This design comes from an exercise in tuning for small area, a short achievable clock period and few clock cycles per item on the open sky130 flow, not from production work. RTL that was checked went through simulation tests only; none was proved equivalent to the original. Power and IR drop assume default switching activity.

v6:
==> module maxpool_out_fifo, before the edit <==
module maxpool_out_fifo #(
  parameter int FIFO_DEPTH = 16
) (
  input  logic               ap_clk,
  input  logic               areset,
  input  logic               pool_tvalid,
  output logic               pool_tready,    
  output logic               pool_room_nxt,  
  input  maxpool_pkg::elem_t pool_tdata,
  output logic               out_tvalid,
  input  logic               out_tready,
  output maxpool_pkg::elem_t out_tdata
);
  localparam int RING  = FIFO_DEPTH - 2;
  localparam int POS_W = $clog2(RING);
  localparam int CNT_W = $clog2(RING + 1);
  localparam logic [POS_W-1:0] LAST = POS_W'(RING - 1);
  maxpool_pkg::elem_t ring [RING];
  logic [CNT_W-1:0]   count;       
  logic [POS_W-1:0]   new_pos;     
  logic [POS_W-1:0]   old_pos;     
  logic [POS_W-1:0]   new_pos_inc;
  logic [POS_W-1:0]   old_pos_inc;
  logic               empty;
  logic               wr_en;
  logic               head_free;
  logic               take_ring;   
  logic               to_head;     
  logic               ring_wr;     
  assign empty       = (count == '0);
  assign pool_tready = empty || (count != CNT_W'(RING) && new_pos == '0);
  assign pool_room_nxt = empty ||
                         (wr_en && count < CNT_W'(RING - 1)) ||
                         (!wr_en && new_pos == LAST && count != CNT_W'(RING));
  assign wr_en       = pool_tvalid && pool_tready;
  assign head_free   = !out_tvalid || out_tready;
  assign take_ring   = head_free && !empty && (old_pos == LAST);
  assign to_head     = head_free && empty;
  assign ring_wr     = wr_en && !to_head;
  assign new_pos_inc = (new_pos == LAST) ? {POS_W{1'b0}} : new_pos + 1'b1;
  assign old_pos_inc = (old_pos == LAST) ? {POS_W{1'b0}} : old_pos + 1'b1;
  always_ff @(posedge ap_clk) begin
    if (areset) begin
      count      <= '0;
      new_pos    <= '0;
      old_pos    <= '0;
      out_tvalid <= 1'b0;
    end else begin
      case ({ring_wr, take_ring})
        2'b10:   count <= count + 1'b1;
        2'b01:   count <= count - 1'b1;
        default: count <= count;
      endcase
      new_pos <= ring_wr ? {POS_W{1'b0}} : new_pos_inc;
      if (ring_wr && (empty || (count == CNT_W'(1) && take_ring))) old_pos <= '0;
      else if (!take_ring) old_pos <= old_pos_inc;
      out_tvalid <= take_ring || (to_head && wr_en) || (out_tvalid && !out_tready);
    end
  end
  always_ff @(posedge ap_clk) begin
    ring[0] <= wr_en ? pool_tdata : ring[RING-1];
    for (int i = 1; i < RING; i++) ring[i] <= ring[i-1];
    if (head_free) out_tdata <= empty ? pool_tdata : ring[RING-1];
  end
endmodule
clock: 3.8 ns
lec_check: 0
cap_margin: 20
core_margin: 2
core_utilization: 40
setup_slack_margin: 1.5
slew_margin: 20
run.sh (not shown) runs the stock make flow with config.mk's settings and CLKGATE_MAP_FILE= SYNTH_SCRIPT=/design/flow/synth_recipe.tcl, a recipe that flattens the netlist after the stock synthesis.
The final layout from v6, which completed every stage, passed the timing, design-rule and antenna checks at the end of the flow.
Testbench counts of v6, summed over its fixed seeds: cycles 8,364, items 2,035.
### v6 -> v7
==> flow/design.v, changed modules only <==
module maxpool_out_fifo #(
  parameter int FIFO_DEPTH = 16
) (
  input  logic               ap_clk,
  input  logic               areset,
  input  logic               pool_tvalid,
  output logic               pool_tready,    
  output logic               pool_room_nxt,  
  input  maxpool_pkg::elem_t pool_tdata,
  output logic               out_tvalid,
  input  logic               out_tready,
  output maxpool_pkg::elem_t out_tdata
);
  localparam int RING  = FIFO_DEPTH - 2;
  localparam int POS_W = $clog2(RING);
  localparam int CNT_W = $clog2(RING + 1);
  localparam logic [POS_W-1:0] LAST = POS_W'(RING - 1);
  maxpool_pkg::elem_t ring [RING];
  logic [CNT_W-1:0]   count;       
  logic [POS_W-1:0]   new_pos;     
  logic [POS_W-1:0]   old_pos;     
  logic [POS_W-1:0]   new_pos_inc;
  logic [POS_W-1:0]   old_pos_inc;
  logic               empty;
  logic               wr_en;
  logic               head_free;
  logic               take_ring;   
  assign empty       = (count == '0);
  assign pool_tready = empty || (count != CNT_W'(RING) && new_pos == '0);
  assign pool_room_nxt = empty ||
                         (wr_en && count < CNT_W'(RING - 1)) ||
                         (!wr_en && new_pos == LAST && count != CNT_W'(RING));
  assign wr_en       = pool_tvalid && pool_tready;
  assign head_free   = !out_tvalid || out_tready;
  assign take_ring   = head_free && !empty && (old_pos == '0);
  assign new_pos_inc = (new_pos == LAST) ? {POS_W{1'b0}} : new_pos + 1'b1;
  assign old_pos_inc = (old_pos == LAST) ? {POS_W{1'b0}} : old_pos + 1'b1;
  always_ff @(posedge ap_clk) begin
    if (areset) begin
      count      <= '0;
      new_pos    <= '0;
      old_pos    <= '0;
      out_tvalid <= 1'b0;
    end else begin
      case ({wr_en, take_ring})
        2'b10:   count <= count + 1'b1;
        2'b01:   count <= count - 1'b1;
        default: count <= count;
      endcase
      new_pos <= wr_en ? {POS_W{1'b0}} : new_pos_inc;
      if (wr_en && (empty || (count == CNT_W'(1) && take_ring))) old_pos <= '0;
      else if (!take_ring) old_pos <= old_pos_inc;
      out_tvalid <= take_ring || (out_tvalid && !out_tready);
    end
  end
  always_ff @(posedge ap_clk) begin
    ring[0] <= wr_en ? pool_tdata : ring[RING-1];
    for (int i = 1; i < RING; i++) ring[i] <= ring[i-1];
    if (head_free) out_tdata <= ring[0];
  end
endmodule
Notes after the runs:
[compare] base=v6 new=v7: total global routing track utilization down 0.35 points, relative area change from synthesis to final layout down 1.0 points. Against v6 as the reference, v7 delivers a higher cell-internal power. Relative to v6, the worst slew margin relative to its limit of v7 is higher by 3.4 points. For clock-pin slew on the worst setup and hold paths, v6 and v7 come out practically identical. in_tdata[5] as the critical path startpoint was reported by v6, and in_tdata[15] by v7. Relative to v6, fraction of standard cell area in multi-input logic decreased by 2.3 points in v7. Compared with v6, v7 shows a total detailed-routing wirelength that is 1.8 mm lower. Looking at utilization, v7 sits 0.37 points lower than v6 does.
No functional check of the RTL was part of v7.

* * *

== job 9035 ==
krnl_maxpool, a different RTL version from the one above (not shown whole).
Size in the first run: about 1200 cells after synthesis, about 620 flip-flops, roughly 170 I/O pins.
// krnl_maxpool
module krnl_maxpool #(
  parameter int FIFO_DEPTH = 16    
) (
  input  logic                    ap_clk,
  input  logic                    areset,
  input  logic                    s_axi_control_awvalid,
  output logic                    s_axi_control_awready,
  input  maxpool_pkg::axil_addr_t s_axi_control_awaddr,
  input  logic                    s_axi_control_wvalid,
  output logic                    s_axi_control_wready,
  input  maxpool_pkg::axil_data_t s_axi_control_wdata,
  input  logic [3:0]              s_axi_control_wstrb,
  output logic                    s_axi_control_bvalid,
  input  logic                    s_axi_control_bready,
  output logic [1:0]              s_axi_control_bresp,
  input  logic                    s_axi_control_arvalid,
  output logic                    s_axi_control_arready,
  input  maxpool_pkg::axil_addr_t s_axi_control_araddr,
  output logic                    s_axi_control_rvalid,
  input  logic                    s_axi_control_rready,
  output maxpool_pkg::axil_data_t s_axi_control_rdata,
  output logic [1:0]              s_axi_control_rresp,
  output logic                    interrupt,
  input  logic                    in_tvalid,
  output logic                    in_tready,
  input  maxpool_pkg::elem_t      in_tdata,
  output logic                    out_tvalid,
  input  logic                    out_tready,
  output maxpool_pkg::elem_t      out_tdata
);
==> module maxpool_window, before the edit <==
module maxpool_window (
  input  logic                ap_clk,
  input  logic                areset,
  input  logic                job_start,
  input  maxpool_pkg::count_t job_windows,
  input  logic                in_tvalid,
  output logic                in_tready,
  input  maxpool_pkg::elem_t  in_tdata,
  output logic                pool_tvalid,
  input  logic                pool_tready,    
  input  logic                pool_room_nxt,  
  output maxpool_pkg::elem_t  pool_tdata,
  output logic                job_done
);
  logic [17:0]        rem;         
  logic [17:0]        rem_nxt;
  logic               in_hs;
  logic               first;       
  logic               last_win;    
  logic               last_job;    
  logic               full_nxt;
  logic               hold_nxt;
  logic               more_nxt;    
  logic               first_nxt;   
  maxpool_pkg::elem_t last;        
  maxpool_pkg::elem_t prev;        
  logic               sel;         
  logic               gt_last;     
  logic               gt_prev;     
  maxpool_gt u_gt_last (.a(in_tdata), .b(last), .gt(gt_last));
  maxpool_gt u_gt_prev (.a(in_tdata), .b(prev), .gt(gt_prev));
  assign in_hs    = in_tvalid && in_tready;
  assign first    = (rem[1:0] == 2'd0);
  assign last_win = (rem[1:0] == 2'd1);
  assign last_job = (rem == 18'd1);
  assign job_done = (in_hs && last_job) || (job_start && job_windows == '0);
  assign pool_tdata = sel ? last : prev;
  always_comb begin
    rem_nxt = rem;
    if (job_start) rem_nxt = {job_windows, 2'b00};
    else if (in_hs) rem_nxt = rem - 18'd1;
  end
  assign more_nxt  = job_start ? (job_windows != '0) : in_hs ? !last_job : (rem != '0);
  assign first_nxt = job_start || (in_hs ? last_win : first);
  assign full_nxt = (in_hs && last_win) || (pool_tvalid && !pool_tready);
  assign hold_nxt = full_nxt && !pool_room_nxt;
  always_ff @(posedge ap_clk) begin
    if (areset) begin
      rem         <= '0;
      pool_tvalid <= 1'b0;
      in_tready   <= 1'b0;
    end else begin
      rem         <= rem_nxt;
      pool_tvalid <= full_nxt;
      in_tready   <= more_nxt && !(first_nxt && hold_nxt);
    end
  end
  always_ff @(posedge ap_clk) begin
    if (in_hs) begin
      last <= in_tdata;
      prev <= sel ? last : prev;
      sel  <= first || (sel ? gt_last : gt_prev);
    end
  end
endmodule
==> flow/config.mk <==
export PLATFORM = sky130hd
export DESIGN_NAME = krnl_maxpool
export DESIGN_NICKNAME = krnl_maxpool
export VERILOG_FILES = /design/flow/design.v
export SDC_FILE = /design/flow/constraint.sdc
export NUM_CORES = 4
export LEC_CHECK = 0
export CAP_MARGIN = 20
export CORE_MARGIN = 2
export CORE_UTILIZATION = 40
export CTS_CLUSTER_DIAMETER = 100
export CTS_CLUSTER_SIZE = 28
export SETUP_SLACK_MARGIN = 1.5
export SLEW_MARGIN = 20
==> flow/constraint.sdc <==
create_clock -name core_clock -period 3.8 [get_ports {ap_clk}]
set_input_delay 0.7600 -clock core_clock [delete_from_list [all_inputs] [get_ports {ap_clk}]]
set_output_delay 0.7600 -clock core_clock [all_outputs]
set_load 0.01 [all_outputs]
standard.sh (not shown) runs the stock make flow with config.mk's settings and CLKGATE_MAP_FILE= SYNTH_SCRIPT=/design/flow/synth_recipe.tcl, a recipe that flattens the netlist after the stock synthesis.
==> flow/flow/run.sh <==
#!/bin/bash
# The standard layout, with the port buffers made from buf_4 cells instead of
# the default delay buffers. Make's full output goes to standard_flow.log.
set -euo pipefail
export BUFFER_PORTS_ARGS="-buffer_cell sky130_fd_sc_hd__buf_4"
bash standard.sh > standard_flow.log 2>&1
Testbench counts of job 9035, summed over its fixed seeds: cycles 8,364, items 2,035.
--- input diff job 9035..job 1983 ---
==> flow/design.v, changed modules only <==
module maxpool_window (
  input  logic                ap_clk,
  input  logic                areset,
  input  logic                job_start,
  input  maxpool_pkg::count_t job_windows,
  input  logic                in_tvalid,
  output logic                in_tready,
  input  maxpool_pkg::elem_t  in_tdata,
  output logic                pool_tvalid,
  input  logic                pool_tready,    
  input  logic                pool_room_nxt,  
  output maxpool_pkg::elem_t  pool_tdata,
  output logic                job_done
);
  logic [17:0]        rem;         
  logic [17:0]        rem_nxt;
  logic               in_hs;
  logic               first;       
  logic               last_win;    
  logic               last_job;    
  logic               more_nxt;    
  logic               first_nxt;   
  logic               done_win;    
  logic               fold;        
  logic               wr_en;       
  logic               res_nxt;
  logic               done_nxt;
  maxpool_pkg::elem_t last;        
  maxpool_pkg::elem_t prev;        
  logic               sel;         
  logic               gt_last;     
  logic               gt_prev;     
  maxpool_gt u_gt_last (.a(in_tdata), .b(last), .gt(gt_last));
  maxpool_gt u_gt_prev (.a(in_tdata), .b(prev), .gt(gt_prev));
  assign in_hs    = in_tvalid && in_tready;
  assign first    = (rem[1:0] == 2'd0);
  assign last_win = (rem[1:0] == 2'd1);
  assign last_job = (rem == 18'd1);
  assign job_done = (in_hs && last_job) || (job_start && job_windows == '0);
  assign pool_tdata = prev;
  assign wr_en      = pool_tvalid && pool_tready;
  assign fold       = done_win && (!pool_tvalid || pool_tready);
  assign res_nxt    = fold || (pool_tvalid && !pool_tready);
  assign done_nxt   = (in_hs && last_win) || (done_win && !fold);
  always_comb begin
    rem_nxt = rem;
    if (job_start) rem_nxt = {job_windows, 2'b00};
    else if (in_hs) rem_nxt = rem - 18'd1;
  end
  assign more_nxt  = job_start ? (job_windows != '0) : in_hs ? !last_job : (rem != '0);
  assign first_nxt = job_start || (in_hs ? last_win : first);
  always_ff @(posedge ap_clk) begin
    if (areset) begin
      rem         <= '0;
      done_win    <= 1'b0;
      pool_tvalid <= 1'b0;
      in_tready   <= 1'b0;
    end else begin
      rem         <= rem_nxt;
      done_win    <= done_nxt;
      pool_tvalid <= res_nxt;
      in_tready   <= more_nxt && !(res_nxt && !pool_room_nxt && (done_nxt || !first_nxt));
    end
  end
  always_ff @(posedge ap_clk) begin
    if (in_hs) last <= in_tdata;
    if ((in_hs || fold) && sel) prev <= last;
    if (in_hs) sel <= first || (sel ? gt_last : gt_prev);
    else if (fold) sel <= 1'b0;
  end
endmodule
## What came out
- When the final numbers for job 1983 and job 9035 were put side by side, the x dimension of the die turned out to be smaller in job 1983.
- Job 1983 — end-of-flow core utilization 0.44 points higher, job 9035 as reference
- Relative to job 9035, relative contribution of the clock network to total power has gone up in job 1983.
- There was hardly any difference in flip-flop and latch count between job 9035 and job 1983.
- Job 1983 vs. job 9035: met2 routing resource usage after global routing moved up; final setup violation count level.
Function not checked in job 1983: the RTL went through the layout flow alone.

## separate check: timing with driven ports
The flow's constraints put no driver on any port. The routed layouts listed below were extracted and timed again, unchanged, in two steps.
Step 1 (the two cells are an assumption about what drives the block):
set clk [get_ports {ap_clk}]
set_driving_cell -lib_cell sky130_fd_sc_hd__clkbuf_16 $clk
set_driving_cell -lib_cell sky130_fd_sc_hd__buf_2 [delete_from_list [all_inputs] $clk]
Step 2, shift: input delay + t, output delay - t, t = (earliest + latest rising clock arrival at the registers) / 2. This alone moves slack from input paths to output paths.
Three values: no drivers, after step 1, after step 2; two values: the first two.
run	t, ns	setup WS [ns]	worst register clock-pin slew, ns
v6	0.622	1.460 / 1.455 / 0.856	0.07 / 0.07
v7	0.627	1.060 / 1.087 / 0.460	0.06 / 0.06
job 9035	0.619	1.644 / 1.644 / 1.145	0.11 / 0.11
job 1983	0.625	1.461 / 1.461 / 1.000	0.12 / 0.12
After both steps every run listed still meets setup and hold. The setup slack of v6, which loses most, moves by -0.005 ns with the drivers and by -0.604 ns with both steps.
